Background: an optimization exercise with open tools, aiming at small area. Do not read the settings as production practice. Only simulation tests tie the RTL to the original design; equivalence was not proved. Power figures rest on the tool's default switching activity, not on a simulated workload.

Setup of 10-28:
Design rpc_phy_top, start of the top module:
module rpc_phy_top #(
  parameter int WORD_W = rpc_phy_pkg::WORD_W_DEF
) (
  input  logic                          clk_0_i,
  input  logic                          rst_ni,
  input  rpc_phy_pkg::rpc_slot_u        cmd_i,
  input  logic                          cmd_valid_i,
  output logic                          cmd_ready_o,
  input  logic [WORD_W-1:0]             data_i,
  input  logic [rpc_phy_pkg::MASK_W-1:0] mask_i,
  output logic                          data_ready_o,
  input  logic [rpc_phy_pkg::BUS_W-1:0] db_i,
  input  logic                          rd_valid_i,
  output logic [WORD_W-1:0]             data_o,
  output logic                          data_valid_o,
  output logic                          data_last_o,
  output logic                          cs_no,
  output logic                          stb_o,
  output logic                          db_oe_o,
  output logic [rpc_phy_pkg::BUS_W-1:0] db_o
);
==> module rpc_phy_ctrl, before the edit <==
module rpc_phy_ctrl (
  input  logic        clk_0_i,
  input  logic        rst_ni,
  input  logic [31:0] cmd_i,
  input  logic        cmd_valid_i,
  input  logic        rd_valid_i,
  output logic        cmd_ready_o,
  output logic        data_ready_o,
  output logic        data_valid_o,
  output logic        data_last_o,
  output logic        cs_no,
  output logic        stb_o,
  output logic        db_oe_o,
  output logic        idle_o,      
  output logic        ld_hi_o,     
  output logic        sh_hi_o,     
  output logic        ld_lo_o,     
  output logic        sh_lo_o,     
  output logic        m2_o,        
  output logic        hold_lo_o,   
  output logic        hold_mid_o,  
  output logic        hold_top_o   
);
  logic       stb_q;    
  logic       wr_q;     
  logic       rd_q;     
  logic       m1_q;     
  logic       m2_q;     
  logic       valid_q;
  logic       last_q;   
  logic [2:0] slot_q;   
  logic [3:0] cnt_q;    
  logic idle, accept, wd, rd_act, take, slot_end, cnt_zero, next_word;
  assign idle      = ~(stb_q | wr_q | rd_q);
  assign accept    = idle & cmd_valid_i;
  assign wd        = wr_q & ~stb_q & ~m1_q & ~m2_q;
  assign rd_act    = rd_q & ~stb_q & ~last_q;
  assign take      = rd_act & rd_valid_i;
  assign slot_end  = (slot_q == 3'd7);
  assign cnt_zero  = (cnt_q == 4'd0);
  assign next_word = wd & slot_end & ~cnt_zero;
  always_ff @(posedge clk_0_i or negedge rst_ni) begin
    if (!rst_ni) begin
      stb_q   <= 1'b0;
      wr_q    <= 1'b0;
      rd_q    <= 1'b0;
      m1_q    <= 1'b0;
      m2_q    <= 1'b0;
      valid_q <= 1'b0;
      last_q  <= 1'b0;
      slot_q  <= 3'd0;
    end else begin
      stb_q   <= accept;
      wr_q    <= (accept & (cmd_i[31:30] == rpc_phy_pkg::OP_WRITE)) |
                 (wr_q & ~(wd & slot_end & cnt_zero));
      rd_q    <= (accept & (cmd_i[31:30] == rpc_phy_pkg::OP_READ)) |
                 (rd_q & ~last_q);
      m1_q    <= stb_q & wr_q;
      m2_q    <= m1_q;
      valid_q <= take & slot_end;
      last_q  <= take & slot_end & cnt_zero;
      if (wd | take) slot_q <= slot_q + 3'd1;
    end
  end
  always_ff @(posedge clk_0_i) begin
    cnt_q <= accept ? cmd_i[29:26] : cnt_q - {3'd0, (wd | take) & slot_end};
  end
  assign cmd_ready_o  = idle;
  assign cs_no        = idle;
  assign stb_o        = stb_q;
  assign db_oe_o      = stb_q | wr_q;
  assign data_ready_o = m1_q | next_word;
  assign data_valid_o = valid_q;
  assign data_last_o  = last_q;
  assign idle_o  = idle;
  assign ld_hi_o = m1_q | next_word;
  assign sh_hi_o = stb_q | (wd & ~next_word) | take;
  assign ld_lo_o = next_word;
  assign sh_lo_o = stb_q | m1_q | (wd & ~next_word) | take;
  assign m2_o    = m2_q;
  assign hold_lo_o  = ~(idle | ld_lo_o | sh_lo_o | m2_q);
  assign hold_mid_o = ~(idle | ld_hi_o | sh_hi_o);
  assign hold_top_o = ~(ld_hi_o | sh_hi_o);
endmodule
export LEC_CHECK = 0
export CAP_MARGIN = 20
export CORE_AREA = 2 2 203 203
export DIE_AREA = 0 0 205 205
export SLEW_MARGIN = 20
export SYNTH_HIERARCHICAL = 1
create_clock -name core_clock -period 6.0 [get_ports {clk_0_i}]
standard.sh (not shown) runs the stock make flow with config.mk's settings and CLKGATE_MAP_FILE= SYNTH_SCRIPT=/design/flow/synth_recipe.tcl, a recipe that flattens the netlist after the stock synthesis.
==> flow/flow/run.sh <==
#!/bin/bash
# The standard layout (standard.sh) with these changes:
#  - synthesis is synth_recipe.tcl unchanged except for abc: it maps the logic
#    with each area-oriented script flow/map*.abc and keeps the smallest result.
#    The flip-flops come from dfflibmap before abc runs, so they are the standard
#    synthesis's registers, with the same names and cell types.
#  - port buffers use the smallest buffer, sky130_fd_sc_hd__buf_1
#  - clock tree synthesis clusters up to 15 flip-flops within 60 um on one
#    sky130_fd_sc_hd__clkbuf_8 and inserts no dummy loads
# Every tool's output goes to standard.log here and to the ORFS logs under orfs/.
set -euo pipefail
here=$(pwd)
scripts=$(ls "$here"/flow/map*.abc | paste -sd' ')
cat > area_synth.tcl <<TCL
proc abc {args} {
  set i [lsearch -exact \$args -script]
  design -save pre_abc
  set best -1
  foreach s {$scripts} {
    design -load pre_abc
    set a \$args
    if {\$i >= 0} { lset a [expr {\$i + 1}] \$s }
    yosys abc {*}\$a
    set st [tee -q -s result.string stat -liberty [lindex \$::env(LIB_FILES) 0]]
    if {![regexp {Chip area for top module [^:]*: ([0-9.]+)} \$st -> area]} {
      regexp {Chip area for module [^:]*: ([0-9.]+)} \$st -> area
    }
    puts "abc script \$s: area \$area"
    if {\$best < 0 || \$area < \$best} { set best \$area; design -save best_abc }
  }
  design -load best_abc
  puts "abc kept area \$best"
}
TCL
cat synth_recipe.tcl >> area_synth.tcl
cts_args="-sink_clustering_enable -repair_clock_nets -dont_use_dummy_load"
cts_args="$cts_args -buf_list sky130_fd_sc_hd__clkbuf_8 -sink_clustering_size 15 -sink_clustering_max_diameter 60"
bash standard.sh SYNTH_SCRIPT="$here/area_synth.tcl" \
  BUFFER_PORTS_ARGS="-buffer_cell sky130_fd_sc_hd__buf_1" \
  CTS_ARGS="$cts_args" finish > standard.log 2>&1
==> flow/flow/map1.abc <==
strash
&get -n
&st
&synch2
&nf -a -R 1000
&put
topo
==> flow/flow/map2.abc <==
strash
&get -n
&nf -a -R 1000
&put
topo
==> flow/flow/map3.abc <==
strash
&get -n
&st
&synch2
&put
amap
topo
dnsize -c
[inputs] 12-09 vs 10-28
--- a/flow/design.v
+++ b/flow/design.v
@@ -50,14 +50,15 @@
   logic       m1_q;     
   logic       m2_q;     
   logic       valid_q;
-  logic       last_q;   
   logic [2:0] slot_q;   
   logic [3:0] cnt_q;    
+  logic       last;     
   logic idle, accept, wd, rd_act, take, slot_end, cnt_zero, next_word;
   assign idle      = ~(stb_q | wr_q | rd_q);
   assign accept    = idle & cmd_valid_i;
   assign wd        = wr_q & ~stb_q & ~m1_q & ~m2_q;
-  assign rd_act    = rd_q & ~stb_q & ~last_q;
+  assign last      = valid_q & (cnt_q == 4'hf);
+  assign rd_act    = rd_q & ~stb_q & ~last;
   assign take      = rd_act & rd_valid_i;
   assign slot_end  = (slot_q == 3'd7);
   assign cnt_zero  = (cnt_q == 4'd0);
@@ -70,18 +71,16 @@
       m1_q    <= 1'b0;
       m2_q    <= 1'b0;
       valid_q <= 1'b0;
-      last_q  <= 1'b0;
       slot_q  <= 3'd0;
     end else begin
       stb_q   <= accept;
       wr_q    <= (accept & (cmd_i[31:30] == rpc_phy_pkg::OP_WRITE)) |
                  (wr_q & ~(wd & slot_end & cnt_zero));
       rd_q    <= (accept & (cmd_i[31:30] == rpc_phy_pkg::OP_READ)) |
-                 (rd_q & ~last_q);
+                 (rd_q & ~last);
       m1_q    <= stb_q & wr_q;
       m2_q    <= m1_q;
       valid_q <= take & slot_end;
-      last_q  <= take & slot_end & cnt_zero;
       if (wd | take) slot_q <= slot_q + 3'd1;
     end
   end
@@ -94,7 +93,7 @@
   assign db_oe_o      = stb_q | wr_q;
   assign data_ready_o = m1_q | next_word;
   assign data_valid_o = valid_q;
-  assign data_last_o  = last_q;
+  assign data_last_o  = last;
   assign idle_o  = idle;
   assign ld_hi_o = m1_q | next_word;
   assign sh_hi_o = stb_q | (wd & ~next_word) | take;
[summary]
For 12-09 and 10-28, there was not a single run that failed to finish clean. When 12-09 is measured against 10-28, its antenna diode count turns out 6 higher. Higher number of fillers in the final layout was reported by 12-09, not 10-28. Going from 10-28 to 12-09, power dissipated in sequential cells saw a decrease; number of vias per cell decreased about 0.9%; critical path depth went up 2; final standard cell count with taps included and fillers excluded went up 7; total via count in the routed design decreased 0.56%.

## afterwards: timing with drivers on the ports
No port has a modelled driver above. Below, the same layouts with a new extraction and two added sets of constraints.
Step 1 assumes that a clkbuf_16 drives the clock port and a buf_2 every other input.
Step 2 times the ports against the registers' clock, not the clock port: input delays grow and output delays shrink by t, the midpoint of the rising clock arrivals with the driver on.
Slacks: ideal / step 1 / step 2; pairs: ideal / step 1.
run	shift t [ns]	setup slack, ns	worst setup path at the end
10-28	0.611	1.454 / 1.407 / 2.018	register to output
12-09	0.603	1.150 / 1.105 / 1.708	register to output
After both steps setup and hold are still met in every run listed.
